Source: an optimization exercise on an open RTL-to-GDS flow (aim: small area, a short achievable clock period and few clock cycles per item). Production flows keep margins and buffers that such runs may drop.
At most, simulation tests tie the RTL to the original design; equivalence was not proved.
Power is estimated from default activity; no workload was simulated.

== the previous run ==
==> module overlap_split, before the edit <==
module overlap_split #(
  parameter int SAMPLE_W = overlap_split_pkg::SAMPLE_W_DEF,
  parameter int HOP      = overlap_split_pkg::HOP_DEF
) (
  input  logic                clk,
  input  logic                reset,
  input  logic [SAMPLE_W-1:0] in_split_pcmSample,
  input  logic                in_split_valid,
  output logic                in_split_ready,
  output logic [SAMPLE_W-1:0] out_split_pcmSample,
  output logic                out_split_valid,
  input  logic                out_split_ready,
  output logic                out_split_last
);
  localparam int PH_W = (HOP > 1) ? $clog2(HOP) : 1;
  localparam int IN_W = $clog2(HOP + 1);
  localparam logic [PH_W-1:0] PH_LAST = PH_W'(HOP - 1);
  localparam logic [IN_W-1:0] IN_FULL = IN_W'(HOP);
  logic [PH_W-1:0]     phase_q;     
  logic [PH_W-1:0]     jo_q;        
  logic                half_q;      
  logic [IN_W-1:0]     ji_q;        
  logic                first_q;     
  logic                sync_q;      
  logic                gt_q;        
  logic                in_rdy_q;    
  logic [SAMPLE_W-1:0] out_data_q;
  logic                out_valid_q;
  logic                out_last_q;
  logic                wr_en;
  logic                load;
  logic [SAMPLE_W-1:0] ring_in;
  logic [SAMPLE_W-1:0] old_data;
  logic [PH_W-1:0]     phase_n;
  logic [PH_W-1:0]     jo_n;
  logic                half_n;
  logic                eoh;         
  logic [PH_W-1:0]     c_jo   [4];
  logic                c_half [4];
  logic [IN_W-1:0]     c_ji   [4];
  logic                c_gt   [4];
  logic                c_rdy  [4];
  logic                sync_n;
  logic [1:0]          sel;
  assign in_split_ready = in_rdy_q;
  assign wr_en          = in_split_valid && in_rdy_q;
  assign load           = sync_q && (gt_q || wr_en)
                       && (!out_valid_q || out_split_ready);
  assign sel            = {load, wr_en};
  split_bank_ram #(
    .SAMPLE_W (SAMPLE_W),
    .DEPTH    (HOP)
  ) u_bank_ram (
    .clk     (clk),
    .wr_en   (wr_en),
    .wr_data (in_split_pcmSample),
    .ring_in (ring_in),
    .rd_data (old_data)
  );
  always_comb begin
    phase_n = (phase_q == PH_LAST) ? '0 : phase_q + PH_W'(1);
    eoh     = (jo_q == PH_LAST);
    jo_n    = eoh ? '0 : jo_q + PH_W'(1);
    half_n  = eoh ? !half_q : half_q;
    sync_n  = (phase_n == jo_q);
    for (int c = 0; c < 4; c++) begin
      c_jo[c]   = c[1] ? jo_n : jo_q;
      c_half[c] = c[1] ? half_n : half_q;
      c_ji[c]   = c[0] ? ji_q + IN_W'(1) : ji_q;
      if (c[1] && half_q && eoh) c_ji[c] = '0;
      c_gt[c]   = !c_half[c] || (c_ji[c] > IN_W'(c_jo[c]));
      c_rdy[c]  = (IN_W'(phase_n) == c_ji[c]) && (c_ji[c] != IN_FULL)
               && (c_half[c] || (IN_W'(c_jo[c]) > c_ji[c]));
    end
  end
  always_ff @(posedge clk) begin
    if (!reset) begin
      phase_q     <= PH_W'(1);
      jo_q        <= PH_W'(1);
      half_q      <= 1'b0;
      ji_q        <= '0;
      first_q     <= 1'b1;
      sync_q      <= 1'b1;
      gt_q        <= 1'b1;
      in_rdy_q    <= 1'b0;
      out_data_q  <= '0;
      out_valid_q <= 1'b1;
      out_last_q  <= 1'b0;
    end else begin
      phase_q  <= phase_n;
      jo_q     <= c_jo[sel];
      half_q   <= c_half[sel];
      ji_q     <= c_ji[sel];
      gt_q     <= c_gt[sel];
      in_rdy_q <= c_rdy[sel];
      sync_q   <= load || sync_n;
      if (load) begin
        out_data_q  <= first_q ? '0 : ring_in;
        out_valid_q <= 1'b1;
        out_last_q  <= half_q && eoh;
        if (eoh) first_q <= 1'b0;
      end else if (out_split_ready) begin
        out_valid_q <= 1'b0;
      end
    end
  end
  assign out_split_pcmSample = out_data_q;
  assign out_split_valid     = out_valid_q;
  assign out_split_last      = out_last_q;
endmodule
export LEC_CHECK = 0
export CAP_MARGIN = 20
export CORE_MARGIN = 2
export CORE_UTILIZATION = 50
export CTS_BUF_LIST = sky130_fd_sc_hd__clkbuf_16
export CTS_CLUSTER_DIAMETER = 60
export CTS_CLUSTER_SIZE = 30
export PLACE_DENSITY = 0.65
export SETUP_SLACK_MARGIN = 4.5
export SLEW_MARGIN = 20
create_clock -name core_clock -period 7.0 [get_ports {clk}]
standard.sh (not shown) runs the stock make flow with config.mk's settings and CLKGATE_MAP_FILE= SYNTH_SCRIPT=/design/flow/synth_recipe.tcl, a recipe that flattens the netlist after the stock synthesis.
==> flow/flow/run.sh <==
#!/bin/bash
set -euo pipefail
bash standard.sh \
  "BUFFER_PORTS_ARGS=-buffer_cell sky130_fd_sc_hd__buf_1" \
  MATCH_CELL_FOOTPRINT=0 \
  finish > standard_flow.log 2>&1
Modified inputs, the current run compared to the previous run
diff --git a/flow/design.v b/flow/design.v
--- a/flow/design.v
+++ b/flow/design.v
@@ -44,9 +44,8 @@
 );
   localparam int PH_W = (HOP > 1) ? $clog2(HOP) : 1;
   localparam int IN_W = $clog2(HOP + 1);
   localparam logic [PH_W-1:0] PH_LAST = PH_W'(HOP - 1);
-  localparam logic [IN_W-1:0] IN_FULL = IN_W'(HOP);
   logic [PH_W-1:0]     phase_q;     
   logic [PH_W-1:0]     jo_q;        
   logic                half_q;      
   logic [IN_W-1:0]     ji_q;        
@@ -61,48 +60,34 @@
   logic                load;
   logic [SAMPLE_W-1:0] ring_in;
   logic [SAMPLE_W-1:0] old_data;
   logic [PH_W-1:0]     phase_n;
-  logic [PH_W-1:0]     jo_n;
-  logic                half_n;
   logic                eoh;         
-  logic [PH_W-1:0]     c_jo   [4];
-  logic                c_half [4];
-  logic [IN_W-1:0]     c_ji   [4];
-  logic                c_gt   [4];
-  logic                c_rdy  [4];
-  logic                sync_n;
-  logic [1:0]          sel;
+  logic                sync_n;      
+  logic                ge2;         
+  logic                rdy_w;       
+  logic                rdy_n;       
   assign in_split_ready = in_rdy_q;
   assign wr_en          = in_split_valid && in_rdy_q;
   assign load           = sync_q && (gt_q || wr_en)
                        && (!out_valid_q || out_split_ready);
-  assign sel            = {load, wr_en};
   split_bank_ram #(
     .SAMPLE_W (SAMPLE_W),
     .DEPTH    (HOP)
   ) u_bank_ram (
     .clk     (clk),
-    .wr_en   (wr_en),
+    .wr_en   (in_rdy_q),
     .wr_data (in_split_pcmSample),
     .ring_in (ring_in),
     .rd_data (old_data)
   );
   always_comb begin
     phase_n = (phase_q == PH_LAST) ? '0 : phase_q + PH_W'(1);
     eoh     = (jo_q == PH_LAST);
-    jo_n    = eoh ? '0 : jo_q + PH_W'(1);
-    half_n  = eoh ? !half_q : half_q;
     sync_n  = (phase_n == jo_q);
-    for (int c = 0; c < 4; c++) begin
-      c_jo[c]   = c[1] ? jo_n : jo_q;
-      c_half[c] = c[1] ? half_n : half_q;
-      c_ji[c]   = c[0] ? ji_q + IN_W'(1) : ji_q;
-      if (c[1] && half_q && eoh) c_ji[c] = '0;
-      c_gt[c]   = !c_half[c] || (c_ji[c] > IN_W'(c_jo[c]));
-      c_rdy[c]  = (IN_W'(phase_n) == c_ji[c]) && (c_ji[c] != IN_FULL)
-               && (c_half[c] || (IN_W'(c_jo[c]) > c_ji[c]));
-    end
+    ge2     = (ji_q > IN_W'(jo_q) + IN_W'(1));
+    rdy_w   = (ji_q != IN_W'(HOP - 1));
+    rdy_n   = half_q && (ji_q != IN_W'(HOP)) && (IN_W'(phase_n) == ji_q);
   end
   always_ff @(posedge clk) begin
     if (!reset) begin
       phase_q     <= PH_W'(1);
@@ -116,15 +101,26 @@
       out_data_q  <= '0;
       out_valid_q <= 1'b1;
       out_last_q  <= 1'b0;
     end else begin
-      phase_q  <= phase_n;
-      jo_q     <= c_jo[sel];
-      half_q   <= c_half[sel];
-      ji_q     <= c_ji[sel];
-      gt_q     <= c_gt[sel];
-      in_rdy_q <= c_rdy[sel];
-      sync_q   <= load || sync_n;
+      phase_q <= phase_n;
+      sync_q  <= load || sync_n;
+      if (load) begin
+        jo_q <= eoh ? '0 : jo_q + PH_W'(1);
+      end
+      if (load && eoh) begin
+        half_q   <= !half_q;
+        ji_q     <= '0;
+        gt_q     <= half_q;
+        in_rdy_q <= !half_q;
+      end else begin
+        if (wr_en) ji_q <= ji_q + IN_W'(1);
+        if (half_q) begin
+          if (wr_en && !load)      gt_q <= 1'b1;
+          else if (!wr_en && load) gt_q <= ge2;
+        end
+        in_rdy_q <= wr_en ? rdy_w : rdy_n;
+      end
       if (load) begin
         out_data_q  <= first_q ? '0 : ring_in;
         out_valid_q <= 1'b1;
         out_last_q  <= half_q && eoh;
==> comparison <==
Diff the current run and the previous run: largest net degree at the start of global routing higher in the current run. Between the current run and the previous run, the netlist area before placement is lower for the current run. Per the comparison of the current run with the previous run, mean area per synthesized cell higher; sequential power share increased by 1.0 points relative to the old numbers; fraction of the cycle the final worst path needs shrank by 1.4 points; total power draw lost about 11%. Largest family of logic cells by synthesized area = simple AND/OR/NAND/NOR gates: the previous run; largest family of logic cells by synthesized area = compound AO/OA/AOI/OAI gates: the current run. The initial cell density of the core of the current run and that of the previous run are within noise of each other. Lower compound-gate portion of the synthesized area goes to the current run over the previous run. Compared to the previous run, the routing of the current run uses less wire.
Testbench counts of the current run, summed over its fixed seeds: cycles 11,520, blocks 320.
No functional check of the RTL was part of the previous run.

overlap_split, a different RTL version from the one above (not shown whole).
Size: ~1200 flip-flops, roughly 140 I/O pins.
==> flow/design.v (excerpt) <==
module overlap_split #(
  parameter int SAMPLE_W = overlap_split_pkg::SAMPLE_W_DEF,
  parameter int HOP      = overlap_split_pkg::HOP_DEF
) (
  input  logic                clk,
  input  logic                reset,
  input  logic [SAMPLE_W-1:0] in_split_pcmSample,
  input  logic                in_split_valid,
  output logic                in_split_ready,
  output logic [SAMPLE_W-1:0] out_split_pcmSample,
  output logic                out_split_valid,
  input  logic                out_split_ready,
  output logic                out_split_last
);
==> module overlap_split, before the edit <==
module overlap_split #(
  parameter int SAMPLE_W = overlap_split_pkg::SAMPLE_W_DEF,
  parameter int HOP      = overlap_split_pkg::HOP_DEF
) (
  input  logic                clk,
  input  logic                reset,
  input  logic [SAMPLE_W-1:0] in_split_pcmSample,
  input  logic                in_split_valid,
  output logic                in_split_ready,
  output logic [SAMPLE_W-1:0] out_split_pcmSample,
  output logic                out_split_valid,
  input  logic                out_split_ready,
  output logic                out_split_last
);
  localparam int PH_W = (HOP > 1) ? $clog2(HOP) : 1;
  localparam int IN_W = $clog2(HOP + 1);
  localparam logic [PH_W-1:0] PH_LAST = PH_W'(HOP - 1);
  localparam int LD_G = 4;
  localparam int LANE = SAMPLE_W / LD_G;
  logic [PH_W-1:0]     phase_q;     
  logic [PH_W-1:0]     jo_q;        
  logic                half_q;      
  logic [IN_W-1:0]     ji_q;        
  logic                first_q;     
  logic [LD_G-1:0]     sync_q;      
  logic [LD_G-1:0]     gt_q;        
  logic                in_rdy_q;    
  logic [SAMPLE_W-1:0] out_data_q;
  logic [LD_G-1:0]     out_valid_q;
  logic                out_last_q;
  logic                wr_en;
  logic [LD_G-1:0]     load_g;
  logic                load;
  logic [SAMPLE_W-1:0] ring_data;
  logic [PH_W-1:0]     phase_n;
  logic [PH_W-1:0]     jo_n;
  logic                eoh;         
  logic                sync_n;      
  logic                ge2;         
  logic                rdy_w;       
  logic                rdy_e;       
  logic                jo_gt;       
  logic                jo_gt1;      
  logic                jo_ge;       
  assign in_split_ready = in_rdy_q;
  assign wr_en          = in_split_valid && in_rdy_q;
  for (genvar g = 0; g < LD_G; g++) begin : g_load
    assign load_g[g] = sync_q[g] && gt_q[g]
                    && (!out_valid_q[g] || out_split_ready);
  end
  assign load           = load_g[0];
  split_bank_ram #(
    .SAMPLE_W (SAMPLE_W),
    .DEPTH    (HOP)
  ) u_bank_ram (
    .clk     (clk),
    .wr_en   (in_rdy_q),
    .wr_data (in_split_pcmSample),
    .rd_data (ring_data)
  );
  always_comb begin
    phase_n = (phase_q == PH_LAST) ? '0 : phase_q + PH_W'(1);
    eoh     = (jo_q == PH_LAST);
    jo_n    = eoh ? '0 : jo_q + PH_W'(1);
    sync_n  = (phase_n == jo_n);
    ge2     = (ji_q > IN_W'(jo_q) + IN_W'(1));
    rdy_w   = (ji_q != IN_W'(HOP - 1));
    rdy_e   = (ji_q != IN_W'(HOP)) && (IN_W'(phase_n) == ji_q);
    jo_gt   = (IN_W'(jo_q) > ji_q);
    jo_gt1  = (IN_W'(jo_q) > ji_q + IN_W'(1));
    jo_ge   = (IN_W'(jo_q) >= ji_q);
  end
  always_ff @(posedge clk) begin
    if (!reset) begin
      phase_q     <= PH_W'(2);
      jo_q        <= PH_W'(1);
      half_q      <= 1'b0;
      ji_q        <= '0;
      first_q     <= 1'b1;
      in_rdy_q    <= 1'b0;
      out_last_q  <= 1'b0;
    end else begin
      phase_q <= phase_n;
      if (load) jo_q <= jo_n;
      if (load && eoh) half_q <= !half_q;
      if (load && eoh && half_q) ji_q <= '0;
      else if (wr_en)            ji_q <= ji_q + IN_W'(1);
      if (load && eoh) begin
        in_rdy_q <= !half_q && (wr_en ? rdy_w : rdy_e);
      end else begin
        if (wr_en) in_rdy_q <= rdy_w && (half_q || (load ? jo_gt : jo_gt1));
        else       in_rdy_q <= rdy_e && (half_q || (load ? jo_ge : jo_gt));
      end
      if (load) begin
        out_last_q <= half_q && eoh;
        if (eoh) first_q <= 1'b0;
      end
    end
  end
  always_ff @(posedge clk) begin
    for (int g = 0; g < LD_G; g++) begin
      if (!reset) begin
        sync_q[g]      <= 1'b1;
        gt_q[g]        <= 1'b1;
        out_valid_q[g] <= 1'b1;
        out_data_q[g*LANE +: LANE] <= '0;
      end else begin
        sync_q[g] <= load_g[g] || sync_n;
        if (load_g[g] && eoh) begin
          gt_q[g] <= half_q || wr_en || (ji_q != '0);
        end else if (half_q) begin
          if (wr_en && !load_g[g])      gt_q[g] <= 1'b1;
          else if (!wr_en && load_g[g]) gt_q[g] <= ge2;
        end
        if (load_g[g]) begin
          out_data_q[g*LANE +: LANE] <= first_q ? '0 : ring_data[g*LANE +: LANE];
          out_valid_q[g]             <= 1'b1;
        end else if (out_split_ready) begin
          out_valid_q[g] <= 1'b0;
        end
      end
    end
  end
  assign out_split_pcmSample = out_data_q;
  assign out_split_valid     = out_valid_q[0];
  assign out_split_last      = out_last_q;
endmodule
clock: 7.0 ns
lec_check: 0
cap_margin: 20
core_margin: 2
core_utilization: 50
cts_buf_list: sky130_fd_sc_hd__clkbuf_16
cts_cluster_diameter: 60
cts_cluster_size: 30
place_density: 0.65
setup_slack_margin: 4.5
slew_margin: 20
Scripts as last shown in full above: flow/flow/run.sh
==> next run, changes <==
--- a/flow/design.v
+++ b/flow/design.v
@@ -44,6 +44,4 @@
   localparam int IN_W = $clog2(HOP + 1);
   localparam logic [PH_W-1:0] PH_LAST = PH_W'(HOP - 1);
-  localparam int LD_G = 4;
-  localparam int LANE = SAMPLE_W / LD_G;
   logic [PH_W-1:0]     phase_q;     
   logic [PH_W-1:0]     jo_q;        
@@ -51,12 +49,11 @@
   logic [IN_W-1:0]     ji_q;        
   logic                first_q;     
-  logic [LD_G-1:0]     sync_q;      
-  logic [LD_G-1:0]     gt_q;        
+  logic                sync_q;      
+  logic                gt_q;        
   logic                in_rdy_q;    
   logic [SAMPLE_W-1:0] out_data_q;
-  logic [LD_G-1:0]     out_valid_q;
+  logic                out_valid_q;
   logic                out_last_q;
   logic                wr_en;
-  logic [LD_G-1:0]     load_g;
   logic                load;
   logic [SAMPLE_W-1:0] ring_data;
@@ -73,9 +70,5 @@
   assign in_split_ready = in_rdy_q;
   assign wr_en          = in_split_valid && in_rdy_q;
-  for (genvar g = 0; g < LD_G; g++) begin : g_load
-    assign load_g[g] = sync_q[g] && gt_q[g]
-                    && (!out_valid_q[g] || out_split_ready);
-  end
-  assign load           = load_g[0];
+  assign load           = sync_q && gt_q && (!out_valid_q || out_split_ready);
   split_bank_ram #(
     .SAMPLE_W (SAMPLE_W),
@@ -106,8 +99,13 @@
       ji_q        <= '0;
       first_q     <= 1'b1;
+      sync_q      <= 1'b1;
+      gt_q        <= 1'b1;
       in_rdy_q    <= 1'b0;
+      out_data_q  <= '0;
+      out_valid_q <= 1'b1;
       out_last_q  <= 1'b0;
     end else begin
       phase_q <= phase_n;
+      sync_q  <= load || sync_n;
       if (load) jo_q <= jo_n;
       if (load && eoh) half_q <= !half_q;
@@ -115,41 +113,26 @@
       else if (wr_en)            ji_q <= ji_q + IN_W'(1);
       if (load && eoh) begin
+        gt_q     <= half_q || wr_en || (ji_q != '0);
         in_rdy_q <= !half_q && (wr_en ? rdy_w : rdy_e);
       end else begin
+        if (half_q) begin
+          if (wr_en && !load)      gt_q <= 1'b1;
+          else if (!wr_en && load) gt_q <= ge2;
+        end
         if (wr_en) in_rdy_q <= rdy_w && (half_q || (load ? jo_gt : jo_gt1));
         else       in_rdy_q <= rdy_e && (half_q || (load ? jo_ge : jo_gt));
       end
       if (load) begin
-        out_last_q <= half_q && eoh;
+        out_data_q  <= first_q ? '0 : ring_data;
+        out_valid_q <= 1'b1;
+        out_last_q  <= half_q && eoh;
         if (eoh) first_q <= 1'b0;
-      end
-    end
-  end
-  always_ff @(posedge clk) begin
-    for (int g = 0; g < LD_G; g++) begin
-      if (!reset) begin
-        sync_q[g]      <= 1'b1;
-        gt_q[g]        <= 1'b1;
-        out_valid_q[g] <= 1'b1;
-        out_data_q[g*LANE +: LANE] <= '0;
-      end else begin
-        sync_q[g] <= load_g[g] || sync_n;
-        if (load_g[g] && eoh) begin
-          gt_q[g] <= half_q || wr_en || (ji_q != '0);
-        end else if (half_q) begin
-          if (wr_en && !load_g[g])      gt_q[g] <= 1'b1;
-          else if (!wr_en && load_g[g]) gt_q[g] <= ge2;
-        end
-        if (load_g[g]) begin
-          out_data_q[g*LANE +: LANE] <= first_q ? '0 : ring_data[g*LANE +: LANE];
-          out_valid_q[g]             <= 1'b1;
-        end else if (out_split_ready) begin
-          out_valid_q[g] <= 1'b0;
-        end
+      end else if (out_split_ready) begin
+        out_valid_q <= 1'b0;
       end
     end
   end
   assign out_split_pcmSample = out_data_q;
-  assign out_split_valid     = out_valid_q[0];
+  assign out_split_valid     = out_valid_q;
   assign out_split_last      = out_last_q;
 endmodule
After rerunning: Area after synthesis drops by 1.3%; sequential share of layout area climbs by 0.52 points; total power drops by about 0.8%; final area drops by 1.4%; flip-flop and latch count drops by 9; first-iteration DRC count drops by 16%; die area drops by about 1.3%; via count drops by 1.8%; wire length drops by about 1%; register-to-register slack degrades by 30 ps; utilization climbs by 0.21 points; final cell count drops by 3.0%; non-clock buffer count climbs by 1; sequential power barely changes.
Testbench counts after the change, summed over its fixed seeds: cycles 11,520, blocks 320.
No functional check of the RTL was part of the first run of this note.

what the ideal ports hide:
No port has a modelled driver above. Below, the same layouts with a new extraction and two added sets of constraints. Step 1: set_driving_cell puts a clkbuf_16 on clk and a buf_2 on each other input, an assumption about the parent block. Step 2 times the ports against the registers' clock, not the clock port: input delays grow and output delays shrink by t, the midpoint of the rising clock arrivals with the driver on. a / b / c = no drivers / after step 1 / after step 2; a / b = the first two.
| run | t, ns | setup WS [ns] | worst setup path at the end | worst register clock-pin slew, ns | worst slew at a driven data input, ns |
|---|---|---|---|---|---|
| the previous run | 0.679 | 4.415 / 4.415 / 3.771 | input to register | 0.10 / 0.10 | 0.04 |
| the current run | 0.658 | 4.515 / 4.460 / 3.947 | input to register | 0.10 / 0.10 | 0.04 |
| the first run of note 2 | 0.672 | 4.485 / 4.427 / 3.935 | input to register | 0.10 / 0.10 | 0.07 |
| the second run of note 2 | 0.655 | 4.522 / 4.470 / 3.934 | input to register | 0.11 / 0.11 | 0.10 |
After both steps setup and hold are still met in every run listed. The setup slack of the previous run, which loses most, moves by 0.000 ns with the drivers and by -0.644 ns with both steps.
